What follows belongs to an exercise in optimizing a design on an open flow for small area; a production flow would make more cautious choices. The RTL was checked by simulation tests, not by an equivalence proof against the original design. No activity file was given, so power comes from the tool's default toggle rates.

rev 12:
==> flow/design.v <==
module apb_slave_regfile
#(
  parameter int          DEPTH    = 24,
  parameter logic [31:0] ID_VALUE = 32'hA9B0_0001
) (
  input  logic        clk,
  input  logic        rst,
  input  logic        clr,
  input  logic        set,
  input  logic        rd,
  input  logic [4:0]  addr,
  input  logic [31:0] wdata_n,    
  output logic [31:0] rdata
);
  if (DEPTH != 24) begin : g_bad_param
    $error("apb_slave_regfile: the read tree is built for DEPTH = 24");
  end
  localparam int NGRP = DEPTH / 3;
  logic [31:0]      mem_q [0:DEPTH-1];
  logic             clr_all_q;
  always_ff @(posedge clk or posedge rst) begin
    if (rst) clr_all_q <= 1'b1;
    else     clr_all_q <= 1'b0;
  end
  logic [1:0] clr_n [1:DEPTH-1];
  logic [1:0] set_n [1:DEPTH-1];
  logic [1:0] rsel2 [0:DEPTH-1];
  for (genvar i = 1; i < DEPTH; i++) begin : g_word
    logic hit;
    assign hit = (addr == 5'(i)) || clr_all_q;
    for (genvar h = 0; h < 2; h++) begin : g_half
      apb_slave_row_drv u_drv (
        .hit  (hit),
        .clr  (clr || clr_all_q),
        .set  (set),
        .clr_n(clr_n[i][h]),
        .set_n(set_n[i][h]),
        .rsel (rsel2[i][h])
      );
      always_ff @(posedge clk) begin
        mem_q[i][16*h+15:16*h] <= (mem_q[i][16*h+15:16*h] & {16{clr_n[i][h]}})
                                | ~(wdata_n[16*h+15:16*h] | {16{set_n[i][h]}});
      end
    end
  end
  assign rsel2[0] = {2{addr == 5'd0}};
  for (genvar b = 0; b < 32; b++) begin : g_id
    assign mem_q[0][b] = ID_VALUE[b] ? rsel2[0][b/16] : 1'b0;
  end
  logic [31:0] grp_n [NGRP];
  for (genvar g = 0; g < NGRP; g++) begin : g_grp
    for (genvar b = 0; b < 32; b++) begin : g_bit
      if (g == 0 && !ID_VALUE[b]) begin : g_id0
        apb_slave_rd_aoi2 u_aoi (
          .s  ({rsel2[2][b/16], rsel2[1][b/16]}),
          .d  ({mem_q[2][b], mem_q[1][b]}),
          .y_n(grp_n[g][b])
        );
      end else begin : g_w
        apb_slave_rd_aoi u_aoi (
          .s  ({rsel2[3*g+2][b/16], rsel2[3*g+1][b/16], rsel2[3*g][b/16]}),
          .d  ({mem_q[3*g+2][b], mem_q[3*g+1][b], mem_q[3*g][b]}),
          .y_n(grp_n[g][b])
        );
      end
    end
  end
  always_comb begin
    rdata = '1;
    for (int g = 0; g < NGRP; g++) rdata = rdata & grp_n[g];
    rdata = ~rdata & {32{rd}};
  end
endmodule
module apb_slave_rd_aoi
(
  input  logic [2:0] s,
  input  logic [2:0] d,
  output logic       y_n
);
  assign y_n = ~|(s & d);
endmodule
module apb_slave_rd_aoi2
(
  input  logic [1:0] s,
  input  logic [1:0] d,
  output logic       y_n
);
  assign y_n = ~|(s & d);
endmodule
module apb_slave_row_drv
(
  input  logic hit,
  input  logic clr,
  input  logic set,
  output logic clr_n,
  output logic set_n,
  output logic rsel
);
  assign clr_n = !(clr && hit);
  assign set_n = !(set && hit);
  assign rsel  = hit;
endmodule
module apb_slave
#(
  parameter int          DEPTH       = 24,
  parameter int          WAIT_CYCLES = 2,
  parameter logic [31:0] ID_VALUE    = 32'hA9B0_0001
) (
  input  logic        PCLK,
  input  logic        PRESET,
  input  logic        PSELx,
  input  logic        PENABLE,
  input  logic        PWRITE,
  input  logic [4:0]  PADDR,
  input  logic [31:0] PWDATA,
  output logic        PREADY,
  output logic [31:0] PRDATA,
  output logic        PSLVERR
);
  if (DEPTH < 2 || DEPTH > 32 || WAIT_CYCLES != 2) begin : g_bad_param
    $error("apb_slave: built for DEPTH 2..32 and WAIT_CYCLES = 2");
  end
  localparam logic [1:0] P_IDLE = 2'd0;
  localparam logic [1:0] P_W2   = 2'd1;
  localparam logic [1:0] P_W1   = 2'd2;
  localparam logic [1:0] P_W0   = 2'd3;
  logic [1:0]  phase_q, phase_d;
  logic [4:0]  addr_q;
  logic        write_q;
  logic [31:0] wdata_n_q;    
  logic        setup, ready, err, we, wpend_q;
  logic [31:0] rf_rdata;
  assign setup = PSELx && !PENABLE;
  assign ready = (phase_q == P_W0) && PSELx && PENABLE;
  always_comb begin
    if (setup)                 phase_d = P_W2;
    else if (!PSELx || !PENABLE) phase_d = P_IDLE;
    else begin
      case (phase_q)
        P_W2:    phase_d = P_W1;
        P_W1:    phase_d = P_W0;
        default: phase_d = P_IDLE;
      endcase
    end
  end
  always_ff @(posedge PCLK or posedge PRESET) begin
    if (PRESET) phase_q <= P_IDLE;
    else        phase_q <= phase_d;
  end
  always_ff @(posedge PCLK) begin
    addr_q  <= (addr_q  & {5{PENABLE}})  | (PADDR  & {5{setup}});
    write_q <= (write_q & PENABLE)       | (PWRITE & setup);
    wdata_n_q <= (wdata_n_q & {32{PENABLE}}) | (~PWDATA & {32{setup}});
  end
  assign err = (int'(addr_q) >= DEPTH) || (write_q && addr_q == 5'd0);
  assign we  = ready && write_q && !err;
  always_ff @(posedge PCLK or posedge PRESET) begin
    if (PRESET) wpend_q <= 1'b0;
    else        wpend_q <= we;
  end
  apb_slave_regfile #(.DEPTH(DEPTH), .ID_VALUE(ID_VALUE)) u_regfile (
    .clk   (PCLK),
    .rst   (PRESET),
    .clr   (we),
    .set   (wpend_q),
    .rd    (!write_q),
    .addr  (addr_q),
    .wdata_n(wdata_n_q),
    .rdata (rf_rdata)
  );
  assign PREADY  = ready;
  assign PSLVERR = err;
  assign PRDATA  = rf_rdata;
endmodule
export LEC_CHECK = 0
export CAP_MARGIN = 20
export CORE_MARGIN = 2
export CORE_UTILIZATION = 75
export CTS_BUF_LIST = sky130_fd_sc_hd__clkbuf_8
export CTS_CLUSTER_DIAMETER = 60
export CTS_CLUSTER_SIZE = 15
export SLEW_MARGIN = 20
export SYNTH_HIERARCHICAL = 1
create_clock -name core_clock -period 7.0 [get_ports {PCLK}]
standard.sh (not shown) runs the stock make flow with config.mk's settings and CLKGATE_MAP_FILE= SYNTH_SCRIPT=/design/flow/synth_recipe.tcl, a recipe that flattens the netlist after the stock synthesis.
==> flow/flow/run.sh <==
#!/bin/bash
# Layout flow: the standard ORFS flow (standard.sh, which runs the
# standard synthesis unchanged), with two settings changed:
#  - the port buffers are buf_1 cells instead of the larger cell the resizer
#    picks on its own (every port still gets its buffer);
#  - clock tree synthesis uses clkbuf_8 cells in clusters of at most 17
#    flip-flops and inserts no dummy loads.
# The make output goes to flow_make.log here; ORFS keeps each step's log
# under orfs/logs/.
set -euo pipefail
export BUFFER_PORTS_ARGS="-buffer_cell sky130_fd_sc_hd__buf_1"
export CTS_ARGS="-sink_clustering_enable -repair_clock_nets -buf_list sky130_fd_sc_hd__clkbuf_8 -sink_clustering_size 17 -sink_clustering_max_diameter 60 -dont_use_dummy_load"
bash standard.sh > flow_make.log 2>&1
Modified inputs, rev 13 compared to rev 12
--- a/flow/design.v
+++ b/flow/design.v
@@ -10,5 +10,5 @@
   input  logic        rd,
   input  logic [4:0]  addr,
-  input  logic [31:0] wdata_n,    
+  input  logic [31:0] wdata,
   output logic [31:0] rdata
 );
@@ -24,5 +24,5 @@
   end
   logic [1:0] clr_n [1:DEPTH-1];
-  logic [1:0] set_n [1:DEPTH-1];
+  logic [1:0] set_w [1:DEPTH-1];
   logic [1:0] rsel2 [0:DEPTH-1];
   for (genvar i = 1; i < DEPTH; i++) begin : g_word
@@ -34,15 +34,16 @@
         .clr  (clr || clr_all_q),
         .set  (set),
+        .rd   (rd),
         .clr_n(clr_n[i][h]),
-        .set_n(set_n[i][h]),
+        .set_w(set_w[i][h]),
         .rsel (rsel2[i][h])
       );
       always_ff @(posedge clk) begin
         mem_q[i][16*h+15:16*h] <= (mem_q[i][16*h+15:16*h] & {16{clr_n[i][h]}})
-                                | ~(wdata_n[16*h+15:16*h] | {16{set_n[i][h]}});
+                                | (wdata[16*h+15:16*h] & {16{set_w[i][h]}});
       end
     end
   end
-  assign rsel2[0] = {2{addr == 5'd0}};
+  assign rsel2[0] = {2{rd && addr == 5'd0}};
   for (genvar b = 0; b < 32; b++) begin : g_id
     assign mem_q[0][b] = ID_VALUE[b] ? rsel2[0][b/16] : 1'b0;
@@ -69,5 +70,5 @@
     rdata = '1;
     for (int g = 0; g < NGRP; g++) rdata = rdata & grp_n[g];
-    rdata = ~rdata & {32{rd}};
+    rdata = ~rdata;
   end
 endmodule
@@ -93,11 +94,12 @@
   input  logic clr,
   input  logic set,
+  input  logic rd,
   output logic clr_n,
-  output logic set_n,
+  output logic set_w,
   output logic rsel
 );
   assign clr_n = !(clr && hit);
-  assign set_n = !(set && hit);
-  assign rsel  = hit;
+  assign set_w = set && hit;
+  assign rsel  = rd && hit;
 endmodule
 module apb_slave
@@ -128,5 +130,5 @@
   logic [4:0]  addr_q;
   logic        write_q;
-  logic [31:0] wdata_n_q;    
+  logic [31:0] wdata_q;
   logic        setup, ready, err, we, wpend_q;
   logic [31:0] rf_rdata;
@@ -149,7 +151,9 @@
   end
   always_ff @(posedge PCLK) begin
-    addr_q  <= (addr_q  & {5{PENABLE}})  | (PADDR  & {5{setup}});
-    write_q <= (write_q & PENABLE)       | (PWRITE & setup);
-    wdata_n_q <= (wdata_n_q & {32{PENABLE}}) | (~PWDATA & {32{setup}});
+    if (setup) begin
+      addr_q  <= PADDR;
+      write_q <= PWRITE;
+      wdata_q <= PWDATA;
+    end
   end
   assign err = (int'(addr_q) >= DEPTH) || (write_q && addr_q == 5'd0);
@@ -166,5 +170,5 @@
     .rd    (!write_q),
     .addr  (addr_q),
-    .wdata_n(wdata_n_q),
+    .wdata (wdata_q),
     .rdata (rf_rdata)
   );
## What came out
Rev 13 | status: complete | timing, DRC, antenna: pass. Number of cells after detailed placement went down by more than 10% going from rev 12 to rev 13. Looking at global-route usage over all layers across rev 12 and rev 13, the one that comes out lower is rev 13. Combinational fraction of design power (lower): rev 13. Diff rev 12 -> rev 13: share of total power in the clock network did not really move; final instance area went up. Sum of routed wire length over all layers (rev 13 vs. rev 12) decreases by a few percent.

## pine
apb_slave, a different RTL version from the one above (not shown whole).
Size: about 2,300 cells after synthesis, ~76 I/O pins.
// apb_slave
module apb_slave
#(
  parameter int          DEPTH       = 24,
  parameter int          WAIT_CYCLES = 2,
  parameter logic [31:0] ID_VALUE    = 32'hA9B0_0001
) (
  input  logic        PCLK,
  input  logic        PRESET,
  input  logic        PSELx,
  input  logic        PENABLE,
  input  logic        PWRITE,
  input  logic [4:0]  PADDR,
  input  logic [31:0] PWDATA,
  output logic        PREADY,
  output logic [31:0] PRDATA,
  output logic        PSLVERR
);
==> module apb_slave_regfile, before the edit <==
module apb_slave_regfile
#(
  parameter int          DEPTH    = 24,
  parameter logic [31:0] ID_VALUE = 32'hA9B0_0001
) (
  input  logic        clk,
  input  logic        rst,
  input  logic        clr,
  input  logic        set,
  input  logic        rd,
  input  logic [4:0]  addr,
  input  logic [31:0] wdata,
  output logic [31:0] rdata
);
  if (DEPTH != 24) begin : g_bad_param
    $error("apb_slave_regfile: the read tree is built for DEPTH = 24");
  end
  localparam int NGRP = DEPTH / 3;
  logic [31:0]      mem_q [0:DEPTH-1];
  logic             clr_all_q;
  always_ff @(posedge clk or posedge rst) begin
    if (rst) clr_all_q <= 1'b1;
    else     clr_all_q <= 1'b0;
  end
  logic [1:0] clr_n [1:DEPTH-1];
  logic [1:0] set_w [1:DEPTH-1];
  logic [1:0] rsel2 [0:DEPTH-1];
  for (genvar i = 1; i < DEPTH; i++) begin : g_word
    logic hit;
    assign hit = (addr == 5'(i)) || clr_all_q;
    for (genvar h = 0; h < 2; h++) begin : g_half
      apb_slave_row_drv u_drv (
        .hit  (hit),
        .clr  (clr || clr_all_q),
        .set  (set),
        .rd   (rd),
        .clr_n(clr_n[i][h]),
        .set_w(set_w[i][h]),
        .rsel (rsel2[i][h])
      );
      always_ff @(posedge clk) begin
        mem_q[i][16*h+15:16*h] <= (mem_q[i][16*h+15:16*h] & {16{clr_n[i][h]}})
                                | (wdata[16*h+15:16*h] & {16{set_w[i][h]}});
      end
    end
  end
  assign rsel2[0] = {2{rd && addr == 5'd0}};
  for (genvar b = 0; b < 32; b++) begin : g_id
    assign mem_q[0][b] = ID_VALUE[b] ? rsel2[0][b/16] : 1'b0;
  end
  logic [31:0] grp_n [NGRP];
  for (genvar g = 0; g < NGRP; g++) begin : g_grp
    for (genvar b = 0; b < 32; b++) begin : g_bit
      apb_slave_rd_aoi u_aoi (
        .s  ({rsel2[3*g+2][b/16], rsel2[3*g+1][b/16], rsel2[3*g][b/16]}),
        .d  ({mem_q[3*g+2][b], mem_q[3*g+1][b], mem_q[3*g][b]}),
        .y_n(grp_n[g][b])
      );
    end
  end
  always_comb begin
    rdata = '1;
    for (int g = 0; g < NGRP; g++) rdata = rdata & grp_n[g];
    rdata = ~rdata;
  end
endmodule
==> module apb_slave_row_drv, before the edit <==
module apb_slave_row_drv
(
  input  logic hit,
  input  logic clr,
  input  logic set,
  input  logic rd,
  output logic clr_n,
  output logic set_w,
  output logic rsel
);
  assign clr_n = !(clr && hit);
  assign set_w = set && hit;
  assign rsel  = rd && hit;
endmodule
==> module apb_slave, before the edit <==
module apb_slave
#(
  parameter int          DEPTH       = 24,
  parameter int          WAIT_CYCLES = 2,
  parameter logic [31:0] ID_VALUE    = 32'hA9B0_0001
) (
  input  logic        PCLK,
  input  logic        PRESET,
  input  logic        PSELx,
  input  logic        PENABLE,
  input  logic        PWRITE,
  input  logic [4:0]  PADDR,
  input  logic [31:0] PWDATA,
  output logic        PREADY,
  output logic [31:0] PRDATA,
  output logic        PSLVERR
);
  if (DEPTH < 2 || DEPTH > 32 || WAIT_CYCLES != 2) begin : g_bad_param
    $error("apb_slave: built for DEPTH 2..32 and WAIT_CYCLES = 2");
  end
  localparam logic [1:0] P_IDLE = 2'd0;
  localparam logic [1:0] P_W2   = 2'd1;
  localparam logic [1:0] P_W1   = 2'd2;
  localparam logic [1:0] P_W0   = 2'd3;
  logic [1:0]  phase_q, phase_d;
  logic [4:0]  addr_q;
  logic        write_q;
  logic [31:0] wdata_q;
  logic        setup, ready, err, we, wpend_q;
  logic [31:0] rf_rdata;
  assign setup = PSELx && !PENABLE;
  assign ready = (phase_q == P_W0) && PSELx && PENABLE;
  always_comb begin
    if (setup)                 phase_d = P_W2;
    else if (!PSELx || !PENABLE) phase_d = P_IDLE;
    else begin
      case (phase_q)
        P_W2:    phase_d = P_W1;
        P_W1:    phase_d = P_W0;
        default: phase_d = P_IDLE;
      endcase
    end
  end
  always_ff @(posedge PCLK or posedge PRESET) begin
    if (PRESET) phase_q <= P_IDLE;
    else        phase_q <= phase_d;
  end
  always_ff @(posedge PCLK) begin
    if (setup) begin
      addr_q  <= PADDR;
      write_q <= PWRITE;
      wdata_q <= PWDATA;
    end
  end
  assign err = (int'(addr_q) >= DEPTH) || (write_q && addr_q == 5'd0);
  assign we  = ready && write_q && !err;
  always_ff @(posedge PCLK or posedge PRESET) begin
    if (PRESET) wpend_q <= 1'b0;
    else        wpend_q <= we;
  end
  apb_slave_regfile #(.DEPTH(DEPTH), .ID_VALUE(ID_VALUE)) u_regfile (
    .clk   (PCLK),
    .rst   (PRESET),
    .clr   (we),
    .set   (wpend_q),
    .rd    (!write_q),
    .addr  (addr_q),
    .wdata (wdata_q),
    .rdata (rf_rdata)
  );
  assign PREADY  = ready;
  assign PSLVERR = err;
  assign PRDATA  = rf_rdata;
endmodule
clock: 7.0 ns
lec_check: 0
cap_margin: 20
core_margin: 2
core_utilization: 75
cts_buf_list: sky130_fd_sc_hd__clkbuf_8
cts_cluster_diameter: 60
cts_cluster_size: 15
slew_margin: 20
synth_hierarchical: 1
Scripts as last shown in full above: flow/flow/run.sh
pine went all the way through the flow, and no timing, DRC or antenna check failed.
The inputs of maple differ from those of pine as listed below.
--- a/flow/design.v
+++ b/flow/design.v
@@ -7,11 +7,11 @@
   input  logic        rst,
   input  logic        clr,
   input  logic        set,
   input  logic        rd,
   input  logic [4:0]  addr,
-  input  logic [31:0] wdata,
+  input  logic [31:0] wdata_n,    
   output logic [31:0] rdata
 );
   if (DEPTH != 24) begin : g_bad_param
     $error("apb_slave_regfile: the read tree is built for DEPTH = 24");
   end
@@ -21,72 +21,88 @@
   always_ff @(posedge clk or posedge rst) begin
     if (rst) clr_all_q <= 1'b1;
     else     clr_all_q <= 1'b0;
   end
   logic [1:0] clr_n [1:DEPTH-1];
-  logic [1:0] set_w [1:DEPTH-1];
+  logic [1:0] set_n [1:DEPTH-1];
   logic [1:0] rsel2 [0:DEPTH-1];
   for (genvar i = 1; i < DEPTH; i++) begin : g_word
     logic hit;
     assign hit = (addr == 5'(i)) || clr_all_q;
     for (genvar h = 0; h < 2; h++) begin : g_half
       apb_slave_row_drv u_drv (
         .hit  (hit),
         .clr  (clr || clr_all_q),
         .set  (set),
-        .rd   (rd),
         .clr_n(clr_n[i][h]),
-        .set_w(set_w[i][h]),
+        .set_n(set_n[i][h]),
         .rsel (rsel2[i][h])
       );
       always_ff @(posedge clk) begin
         mem_q[i][16*h+15:16*h] <= (mem_q[i][16*h+15:16*h] & {16{clr_n[i][h]}})
-                                | (wdata[16*h+15:16*h] & {16{set_w[i][h]}});
+                                | ~(wdata_n[16*h+15:16*h] | {16{set_n[i][h]}});
       end
     end
   end
-  assign rsel2[0] = {2{rd && addr == 5'd0}};
+  assign rsel2[0] = {2{addr == 5'd0}};
   for (genvar b = 0; b < 32; b++) begin : g_id
     assign mem_q[0][b] = ID_VALUE[b] ? rsel2[0][b/16] : 1'b0;
   end
   logic [31:0] grp_n [NGRP];
   for (genvar g = 0; g < NGRP; g++) begin : g_grp
     for (genvar b = 0; b < 32; b++) begin : g_bit
-      apb_slave_rd_aoi u_aoi (
-        .s  ({rsel2[3*g+2][b/16], rsel2[3*g+1][b/16], rsel2[3*g][b/16]}),
-        .d  ({mem_q[3*g+2][b], mem_q[3*g+1][b], mem_q[3*g][b]}),
-        .y_n(grp_n[g][b])
-      );
+      if (g == 0 && !ID_VALUE[b]) begin : g_id0
+        logic y;
+        apb_slave_rd_ao2 u_ao (
+          .s  ({rsel2[2][b/16], rsel2[1][b/16]}),
+          .d  ({mem_q[2][b], mem_q[1][b]}),
+          .y  (y)
+        );
+        assign grp_n[g][b] = !y;
+      end else begin : g_w
+        apb_slave_rd_aoi u_aoi (
+          .s  ({rsel2[3*g+2][b/16], rsel2[3*g+1][b/16], rsel2[3*g][b/16]}),
+          .d  ({mem_q[3*g+2][b], mem_q[3*g+1][b], mem_q[3*g][b]}),
+          .y_n(grp_n[g][b])
+        );
+      end
     end
   end
   always_comb begin
     rdata = '1;
     for (int g = 0; g < NGRP; g++) rdata = rdata & grp_n[g];
-    rdata = ~rdata;
+    rdata = ~rdata & {32{rd}};
   end
 endmodule
 module apb_slave_rd_aoi
 (
   input  logic [2:0] s,
   input  logic [2:0] d,
   output logic       y_n
 );
   assign y_n = ~|(s & d);
 endmodule
+module apb_slave_rd_ao2
+(
+  input  logic [1:0] s,
+  input  logic [1:0] d,
+  output logic       y
+);
+  assign y = |(s & d);
+endmodule
 module apb_slave_row_drv
 (
   input  logic hit,
   input  logic clr,
   input  logic set,
-  input  logic rd,
   output logic clr_n,
-  output logic set_w,
+  output logic set_n,
   output logic rsel
 );
   assign clr_n = !(clr && hit);
-  assign set_w = set && hit;
-  assign rsel  = rd && hit;
+  assign set_n = !(set && hit);
+  assign rsel  = hit;
 endmodule
 module apb_slave
 #(
   parameter int          DEPTH       = 24,
   parameter int          WAIT_CYCLES = 2,
@@ -111,11 +127,11 @@
   localparam logic [1:0] P_W1   = 2'd2;
   localparam logic [1:0] P_W0   = 2'd3;
   logic [1:0]  phase_q, phase_d;
   logic [4:0]  addr_q;
   logic        write_q;
-  logic [31:0] wdata_q;
+  logic [31:0] wdata_n_q;    
   logic        setup, ready, err, we, wpend_q;
   logic [31:0] rf_rdata;
   assign setup = PSELx && !PENABLE;
   assign ready = (phase_q == P_W0) && PSELx && PENABLE;
   always_comb begin
@@ -132,15 +148,13 @@
   always_ff @(posedge PCLK or posedge PRESET) begin
     if (PRESET) phase_q <= P_IDLE;
     else        phase_q <= phase_d;
   end
   always_ff @(posedge PCLK) begin
-    if (setup) begin
-      addr_q  <= PADDR;
-      write_q <= PWRITE;
-      wdata_q <= PWDATA;
-    end
+    addr_q  <= (addr_q  & {5{PENABLE}})  | (PADDR  & {5{setup}});
+    write_q <= (write_q & PENABLE)       | (PWRITE & setup);
+    wdata_n_q <= (wdata_n_q & {32{PENABLE}}) | (~PWDATA & {32{setup}});
   end
   assign err = (int'(addr_q) >= DEPTH) || (write_q && addr_q == 5'd0);
   assign we  = ready && write_q && !err;
   always_ff @(posedge PCLK or posedge PRESET) begin
     if (PRESET) wpend_q <= 1'b0;
@@ -151,11 +165,11 @@
     .rst   (PRESET),
     .clr   (we),
     .set   (wpend_q),
     .rd    (!write_q),
     .addr  (addr_q),
-    .wdata (wdata_q),
+    .wdata_n(wdata_n_q),
     .rdata (rf_rdata)
   );
   assign PREADY  = ready;
   assign PSLVERR = err;
   assign PRDATA  = rf_rdata;
[summary]
- Comparing maple and pine, relative slew slack is higher on maple.
- Taking pine over maple, the count of unique library cells instantiated by Yosys ratio works out to 0.70.
- In maple relative to pine, detail-routed net length per standard cell had gone down by more than 10%.
- pine → maple: clock-pin slew reported for the worst setup and hold paths after clock tree synthesis stayed essentially flat, worst setup slack after placement now sits higher, final area -1.3%, critical path depth dropped 1, die area -0.62%.
- maple: post-synthesis instance area lower than pine
- maple: number of non-clock inverters in the layout is 2 higher than what pine reported.
- The library cell contributing the largest single delay on the critical path comes out a222oi_1 in one run and and2_1 in the other, namely in maple and pine respectively.
- Re via count: pine was lower than maple.
- From pine to maple the numbers moved as follows: fraction of area in registers moved down, final instance count without filler cells shows an increase of 28%.

[static timing again, ports no longer ideal]
Ports are ideal in the flow. The routed layouts listed here were re-timed in OpenROAD. Step 1 (the two cells are an assumption about what drives the block):
set clk [get_ports {PCLK}]
set_driving_cell -lib_cell sky130_fd_sc_hd__clkbuf_16 $clk
set_driving_cell -lib_cell sky130_fd_sc_hd__buf_2 [delete_from_list [all_inputs] $clk]
Step 2 also shifts input and output timing later by t, the mid clock arrival at the registers, as if the neighbouring blocks saw the same clock. Three values: ideal ports, drivers, drivers and shift; two values: the first two.
run	t (ns)	slack for setup (ns)	worst setup path at the end	clock arrival spread, ns
rev 12	0.724	1.952 / 1.900 / 2.625	register to output	0.039 / 0.039
rev 13	0.739	1.758 / 1.701 / 2.440	register to output	0.039 / 0.040
pine	0.727	1.793 / 1.740 / 2.467	register to output	0.048 / 0.048
maple	0.723	1.967 / 1.913 / 2.636	register to output	0.052 / 0.052
After both steps every run listed still meets setup and hold.
